What follows belongs to an exercise in optimizing a design on an open flow for small area and a short achievable clock period; a production flow would make more cautious choices.
The RTL was checked by simulation tests, not by an equivalence proof against the original design.

==> design/flow/design.v <==
package fft_consts;
  localparam int unsigned N_LOG2   = 4;
  localparam int unsigned DATA_W   = 16;
  localparam int unsigned TW_W     = 16;
  localparam int unsigned BFLY_LAT = 4;
  typedef struct packed {
    logic signed [DATA_W-1:0] re;
    logic signed [DATA_W-1:0] im;
  } cplx_t;
  typedef struct packed {
    logic [N_LOG2-1:0] addr_a;
    logic [N_LOG2-1:0] addr_b;
    logic [N_LOG2-1:0] stage;
    logic              wr_bank;
  } bfly_meta_t;
endpackage
module fft_cmul #(
  parameter int unsigned B_W = 16,
  parameter int unsigned W_W = 16
) (
  input  logic                  clk,
  input  logic                  rst,
  input  logic signed [B_W-1:0] b_re,
  input  logic signed [B_W-1:0] b_im,
  input  logic signed [W_W-1:0] w_re,
  input  logic signed [W_W-1:0] w_im,
  output logic signed [B_W:0]   p_re,
  output logic signed [B_W:0]   p_im
);
  localparam int unsigned PROD_W = B_W + W_W;
  localparam int unsigned SUM_W  = PROD_W + 1;
  localparam logic signed [SUM_W-1:0] RND = SUM_W'(1) << (W_W - 2);
  logic signed [PROD_W-1:0] rr, ii, ri, ir;
  logic signed [SUM_W-1:0]  sum_re, sum_im;
  logic signed [B_W:0]      p_re_c, p_im_c;
  always_comb begin
    rr     = PROD_W'(b_re) * PROD_W'(w_re);
    ii     = PROD_W'(b_im) * PROD_W'(w_im);
    ri     = PROD_W'(b_re) * PROD_W'(w_im);
    ir     = PROD_W'(b_im) * PROD_W'(w_re);
    sum_re = SUM_W'(rr) - SUM_W'(ii);
    sum_im = SUM_W'(ri) + SUM_W'(ir);
    p_re_c = (B_W+1)'((sum_re + RND) >>> (W_W - 1));
    p_im_c = (B_W+1)'((sum_im + RND) >>> (W_W - 1));
  end
  always_ff @(posedge clk or posedge rst) begin
    if (rst) begin
      p_re <= '0;
      p_im <= '0;
    end else begin
      p_re <= p_re_c;
      p_im <= p_im_c;
    end
  end
endmodule
module fft_butterfly_pipe #(
  parameter int unsigned N_LOG2 = fft_consts::N_LOG2,
  parameter int unsigned DATA_W = fft_consts::DATA_W,
  parameter int unsigned TW_W   = fft_consts::TW_W
) (
  input  logic                  clk,
  input  logic                  rst,
  input  logic                  in_valid,
  input  logic [N_LOG2-1:0]     rd_addrA,
  input  logic [N_LOG2-1:0]     rd_addrB,
  input  logic [N_LOG2-2:0]     twiddle_idx,
  input  logic [N_LOG2-1:0]     stage,
  input  logic                  bank_sel,
  input  logic                  agu_done,
  input  logic [2*DATA_W-1:0]   rd_dataA,
  input  logic [2*DATA_W-1:0]   rd_dataB,
  output logic [N_LOG2-2:0]     tw_addr,
  input  logic [2*TW_W-1:0]     tw_data,
  output logic                  wr_en,
  output logic                  wr_bank,
  output logic [N_LOG2-1:0]     wr_addrA,
  output logic [N_LOG2-1:0]     wr_addrB,
  output logic [2*DATA_W-1:0]   wr_dataA,
  output logic [2*DATA_W-1:0]   wr_dataB,
  output logic                  drained,
  output logic                  done_out,
  output logic                  hazard_err
);
  localparam int unsigned LAT = fft_consts::BFLY_LAT;
  localparam int unsigned CW  = 2 * DATA_W;
  localparam int unsigned PW  = DATA_W + 1;
  localparam int unsigned SW  = DATA_W + 2;
  localparam logic [N_LOG2-1:0]     STAGE_MAX = N_LOG2'(N_LOG2 - 1);
  localparam logic signed [SW-1:0]  SAT_MAX   = SW'((1 << (DATA_W - 1)) - 1);
  localparam logic signed [SW-1:0]  SAT_MIN   = ~SAT_MAX;
  logic [LAT-2:0]         v_q;
  logic [LAT-1:0][N_LOG2-1:0] maddr_a_q, maddr_b_q, mstage_q;
  logic [LAT-1:0]             mbank_q;
  logic signed [DATA_W-1:0] a2_re, a2_im, b2_re, b2_im, a3_re, a3_im;
  logic signed [TW_W-1:0]   w2_re, w2_im;
  logic signed [PW-1:0]     p_re, p_im;
  logic signed [SW-1:0]     sum_a_re, sum_a_im, sum_b_re, sum_b_im;
  logic                     agu_q, pending_done;
  logic                     agu_rise_c, drained_next_c, hazard_c;
  function automatic [DATA_W-1:0] reduce(input signed [SW-1:0] x);
    if (x > SAT_MAX)      reduce = DATA_W'(SAT_MAX);
    else if (x < SAT_MIN) reduce = DATA_W'(SAT_MIN);
    else                  reduce = DATA_W'(x);
  endfunction
  always_comb begin
    tw_addr = '0;
    if (stage <= STAGE_MAX) tw_addr = twiddle_idx << (STAGE_MAX - stage);
  end
  always_comb begin
    sum_a_re = SW'(a3_re) + SW'(p_re);
    sum_a_im = SW'(a3_im) + SW'(p_im);
    sum_b_re = SW'(a3_re) - SW'(p_re);
    sum_b_im = SW'(a3_im) - SW'(p_im);
  end
  always_comb begin
    hazard_c = 1'b0;
    for (int i = 0; i < LAT - 1; i++) begin
      if (v_q[i] && (mstage_q[i] != stage)) hazard_c = 1'b1;
    end
    if (wr_en && (mstage_q[LAT-1] != stage)) hazard_c = 1'b1;
    hazard_c = hazard_c & in_valid;
  end
  always_comb begin
    agu_rise_c     = agu_done & ~agu_q;
    drained_next_c = ~(in_valid | (|v_q));
    drained        = ~((|v_q) | wr_en);
  end
  fft_cmul #(
    .B_W (DATA_W),
    .W_W (TW_W)
  ) u_cmul (
    .clk  (clk),
    .rst  (rst),
    .b_re (b2_re),
    .b_im (b2_im),
    .w_re (w2_re),
    .w_im (w2_im),
    .p_re (p_re),
    .p_im (p_im)
  );
  always_ff @(posedge clk or posedge rst) begin
    if (rst) begin
      v_q          <= '0;
      maddr_a_q    <= '0;
      maddr_b_q    <= '0;
      mstage_q     <= '0;
      mbank_q      <= '0;
      a2_re        <= '0;
      a2_im        <= '0;
      b2_re        <= '0;
      b2_im        <= '0;
      w2_re        <= '0;
      w2_im        <= '0;
      a3_re        <= '0;
      a3_im        <= '0;
      wr_en        <= 1'b0;
      wr_dataA     <= '0;
      wr_dataB     <= '0;
      hazard_err   <= 1'b0;
      agu_q        <= 1'b0;
      pending_done <= 1'b0;
      done_out     <= 1'b0;
    end else begin
      v_q       <= {v_q[LAT-3:0], in_valid};
      maddr_a_q[0] <= rd_addrA;
      maddr_b_q[0] <= rd_addrB;
      mstage_q[0]  <= stage;
      mbank_q[0]   <= ~bank_sel;
      maddr_a_q[1] <= maddr_a_q[0];
      maddr_b_q[1] <= maddr_b_q[0];
      mstage_q[1]  <= mstage_q[0];
      mbank_q[1]   <= mbank_q[0];
      a2_re     <= rd_dataA[CW-1:DATA_W];
      a2_im     <= rd_dataA[DATA_W-1:0];
      b2_re     <= rd_dataB[CW-1:DATA_W];
      b2_im     <= rd_dataB[DATA_W-1:0];
      w2_re     <= tw_data[2*TW_W-1:TW_W];
      w2_im     <= tw_data[TW_W-1:0];
      maddr_a_q[2] <= maddr_a_q[1];
      maddr_b_q[2] <= maddr_b_q[1];
      mstage_q[2]  <= mstage_q[1];
      mbank_q[2]   <= mbank_q[1];
      a3_re     <= a2_re;
      a3_im     <= a2_im;
      wr_en     <= v_q[LAT-2];
      if (v_q[LAT-2]) begin
        maddr_a_q[LAT-1] <= maddr_a_q[2];
        maddr_b_q[LAT-1] <= maddr_b_q[2];
        mstage_q[LAT-1]  <= mstage_q[2];
        mbank_q[LAT-1]   <= mbank_q[2];
        wr_dataA      <= {reduce(sum_a_re), reduce(sum_a_im)};
        wr_dataB      <= {reduce(sum_b_re), reduce(sum_b_im)};
      end
      if (hazard_c) hazard_err <= 1'b1;
      agu_q <= agu_done;
      if ((pending_done | agu_rise_c) & drained_next_c) begin
        done_out     <= 1'b1;
        pending_done <= 1'b0;
      end else begin
        done_out <= 1'b0;
        if (agu_rise_c) pending_done <= 1'b1;
      end
    end
  end
  assign wr_bank  = mbank_q[LAT-1];
  assign wr_addrA = maddr_a_q[LAT-1];
  assign wr_addrB = maddr_b_q[LAT-1];
endmodule
==> design/flow/run.sh <==
#!/bin/bash
# synth_recipe.tcl (not shown) runs the flow's synth.tcl, then flattens the netlist and writes it again
# the make line also repeats each setting of config.mk as NAME=value (left out here)
make -C /OpenROAD-flow-scripts/flow DESIGN_CONFIG=/design/flow/config.mk WORK_HOME=/design/flow/orfs CLKGATE_MAP_FILE= SYNTH_SCRIPT=/design/flow/synth_recipe.tcl finish
==> design/flow/config.mk <==
export PLATFORM = sky130hd
export DESIGN_NAME = fft_butterfly_pipe
export DESIGN_NICKNAME = fft_butterfly_pipe
export VERILOG_FILES = /design/flow/design.v
export SDC_FILE = /design/flow/constraint.sdc
export NUM_CORES = 4
export LEC_CHECK = 0
export CAP_MARGIN = 20
export CORE_MARGIN = 2
export CORE_UTILIZATION = 40
export SLEW_MARGIN = 20
==> design/flow/constraint.sdc <==
create_clock -name core_clock -period 10.0 [get_ports {clk}]
set_input_delay 2.0000 -clock core_clock [delete_from_list [all_inputs] [get_ports {clk}]]
set_output_delay 2.0000 -clock core_clock [all_outputs]
set_load 0.01 [all_outputs]
==> results.cfg <==
[min_path]
worstHoldPathType = flop to flop

[clocking]
cts_tree = done
post-cts-setup-buffers = 0
insertion_delay_ps = 640
clkSlewWorstSetupHoldPaths_ps = 70
cts_buffers = 40
cts-root-buf = clkbuf_16
cts_hold_buf = 0
clk_path_buf_depth = 3
cts_sinks = 286
htree_levels = 2
post_cts_resized = 0

[sta]
setup_viol = 0
fin_crit_sh_pct = 87.6
clock_skew_ps = 46.6
tightest_slew_ps = 1120
finalHoldViolCount = 0
slew_violations = 0
min_period_ps = 8760
rsz0062_at_grt = false
slew_headroom_pct = 25.0
max_freq_ghz = 0.114
tns_ps = 0

[layout]
seq_area_mm2 = 0.00716
nets = 6890
post-route-util_pct = 44.3
multiInputGateArea_mm2 = 0.0379
synthToLayoutAreaGrowth_pct = 10.2
fillers = 12280
drive_above_1_share_pct = 3.92

[drt]
vias = 33859
wl_per_cell_um = 18.7
drtIter0Drc = 2010
viasPerCell = 4.87
firstDrtPassIters = 6
drc = 0
postRouteAntennaNets = 0
routed_wl_mm = 130

[setup_path]
crit_path_top_delay_cell = dfrtp_1
start_kind = flop
cp_top_family = adder cells
worst-path-buf-inv = 5
cp_cell_sequence = buf_4 > nand2_1 > fa_1 > inv_1 > fa_1 > inv_1 > fa_1 > fa_1 > fa_1 > fa_1 > fa_1 > inv_1 > fa_1 > inv_1 > ha_1 > a211oi_1 > nand2_1 > a2111oi_0 > a21oi_1 > a221oi_1 > a21oi_1 > a2111oi_0 > nor3_1 > xnor2_1
worstSetupPathType = flop to flop
cpPeakStageDelay_ps = 1030
cp.arrival_ps = 9280
cp-end-kind = flop
crit_path_max_fanout = 19
cpMostUsedCell = fa_1
required_ps = 10510

[placed_design]
place_congestion = 0.883
dpl.hpwl_mm = 107
portBuffers = 195

[synth]
yosysTopAreaCellShare_pct = 45.2
netlist_top_cells_area = fa_1 45%, dfrtp_1 14%, inv_1 9.9%
syn_avg_cell_area_um2 = 9.86
synth_area_mm2 = 0.0510
yosys.area.top_type = fa_1
yosysSeqAreaShare_pct = 14.0
ys_warn_count = 2
ys_types = 71
async_flop_share_pct = 100
syn_nets = 6809
synth-seq-cells = 286
ys.flop_type = dfrtp_1
synth_edf_count = 0
syn-instance-count = 5175

[global_routing]
grt_pass1_wl_mm = 211
grt_overflow = 0
grt_pass1_vias = 36832
antenna_found_initial = 3
grt_start_max_net_pins = 150
grt_usage_pct = 20.9

[floorplan]
fp.dieArea_mm2 = 0.130
core_mm2 = 0.127
die_h_um = 361
die_w_um = 361
rows = 131
io_pins = 196
start_util_pct = 40.2

[job]
maxCapViolations = 0

[run_status]
status = complete, no violations
-- final timing paths --
| path | start | endpoint | slack (ps) | depth (start not counted) |
|---|---|---|---|---|
| max | b2_im[10] | u_cmul.p_re[16] | 1240 | 24 |
| min | maddr_b_q[6] | maddr_b_q[10] | 350 | 0 |
| max reg2reg | b2_im[10] | u_cmul.p_re[16] | 1240 | 24 |
| min reg2reg | maddr_b_q[6] | maddr_b_q[10] | 350 | 0 |
| max in group asynchronous | rst | w2_im[5] | 6750 | 3 |
| min in group asynchronous | rst | w2_im[3] | 1860 | 2 |
-- sequential cells by signal, indices dropped and copies added (netlist names), 3 cells and up --
name / cells
a2_im: 16
a2_re: 16
a3_im: 16
a3_re: 16
b2_im: 16
b2_re: 16
maddr_a_q: 16
maddr_b_q: 16
mbank_q: 4
mstage_q: 16
u_cmul.p_im: 17
u_cmul.p_re: 17
v_q: 3
w2_im: 16
w2_re: 16
wr_dataA: 32
wr_dataB: 32
-- worst reg2reg max path: cells and delay by family, from the launching register on --
| kind | cells | cell delay [ps] |
|---|---|---|
| xor+xnor | 1 | 140 |
| compound gates | 6 | 2220 |
| buf+inv | 5 | 580 |
| simple gates | 3 | 380 |
| fa+ha+maj | 9 | 4310 |
| flops | 1 | 1030 |
-- metrics by stage --
stage	setup slack [ps]	std cells	hold WS [ps]	area, um^2
final	1240	6950	346	56200
after global routing	584	6949	351	56200
after CTS	1300	6949	347	56200
after detailed placement	1260	6876	336	54800
after global placement	592	6876	333	54800
after floorplan	108	5175	331	51000
-- cell type report --
type,instances,area share [%]
sequential,286,12.7
multi-input combinational,3299,67.3
timing repair buffer,288,4.74
clock buffer,48,1.90
inverter,1341,8.97
antenna,1,0.00445
tap,1662,3.70
clock inverter,25,0.634
-- logic make-up (layout without fill, tap and decap cells) --
kind of cell             after synthesis  in the layout  synth area share [%]
XOR/XNOR                             139            139                  2.39
AND/OR/NAND/NOR                     1305           1305                  12.7
adder cells (fa/ha/maj)             1518           1518                  54.2
AO/OA/AOI/OAI                        317            317                  4.48
buffers and inverters               1590           1702                  11.8
other                                  0              1                     0
multiplexers                          20             20                 0.434
flip-flops                           286            286                  14.0
-- cell usage after synthesis, drive strengths merged (14+ instances only) --
master and n:
nand3 14, dfrtp 286, o221ai 14, nand2 549, buf 21, ha 365
clkbuf 228, o22ai 14, xnor2 98, o21a 20, o21ai 42, a211o 18
fa 1153, and2 457, inv 1341, nor2 119, nand2b 40, mux2 17
nor3 27, a21oi 74, a21o 21, xor2 41, nor2b 52
-- layout by cell type (no fill, tap or decap), types with 21 or more instances in the layout --
cell type and n:
xnor2_1 98, a21oi_1 74, xor2_1 41, nor2_1 119
ha_1 365, nor2b_1 52, dfrtp_1 281, buf_4 92
a21o_1 21, clkdlybuf4s50_1 195, nand2_1 549, nor3_1 27
fa_1 1153, and2_1 457, nand2b_1 40, clkbuf_16 40
inv_1 1340, o21ai_0 40
-- layer usage --
layer  track usage, %  part of all wire (%)  vias up
met5                0                 0.010        -
met4             5.36                   2.8        2
met3             3.19                   6.0      155
met2             33.1                    46      866
met1             30.1                    45    17641
li1                 -                     -    15195

==> what the ideal ports hide <==
How much do the figures lean on ideal ports? The routed layout below was timed once more, with nothing changed but the port constraints. Step 1 (the two cells are an assumption about what drives the block):
set clk [get_ports {clk}]
set_driving_cell -lib_cell sky130_fd_sc_hd__clkbuf_16 $clk
set_driving_cell -lib_cell sky130_fd_sc_hd__buf_2 [delete_from_list [all_inputs] $clk]
Step 2 moves the port delays by t, midway between the first and last clock arrival at a register: inputs arrive t later, outputs are due t later. That takes back most of the time a late clock gives input paths. a / b / c = no drivers / after step 1 / after step 2; a / b = the first two.
shift t [ns]: 0.696
setup slack, ns: 1.236 / 1.236 / 1.236
worst hold slack (ns): 0.346 / 0.346 / 0.346
slew at the worst register clock pin (ns): 0.07 / 0.07
After both steps setup and hold are still met in this run. For this run, drivers alone change the setup slack by 0.000 ns; drivers and shift together by 0.000 ns.
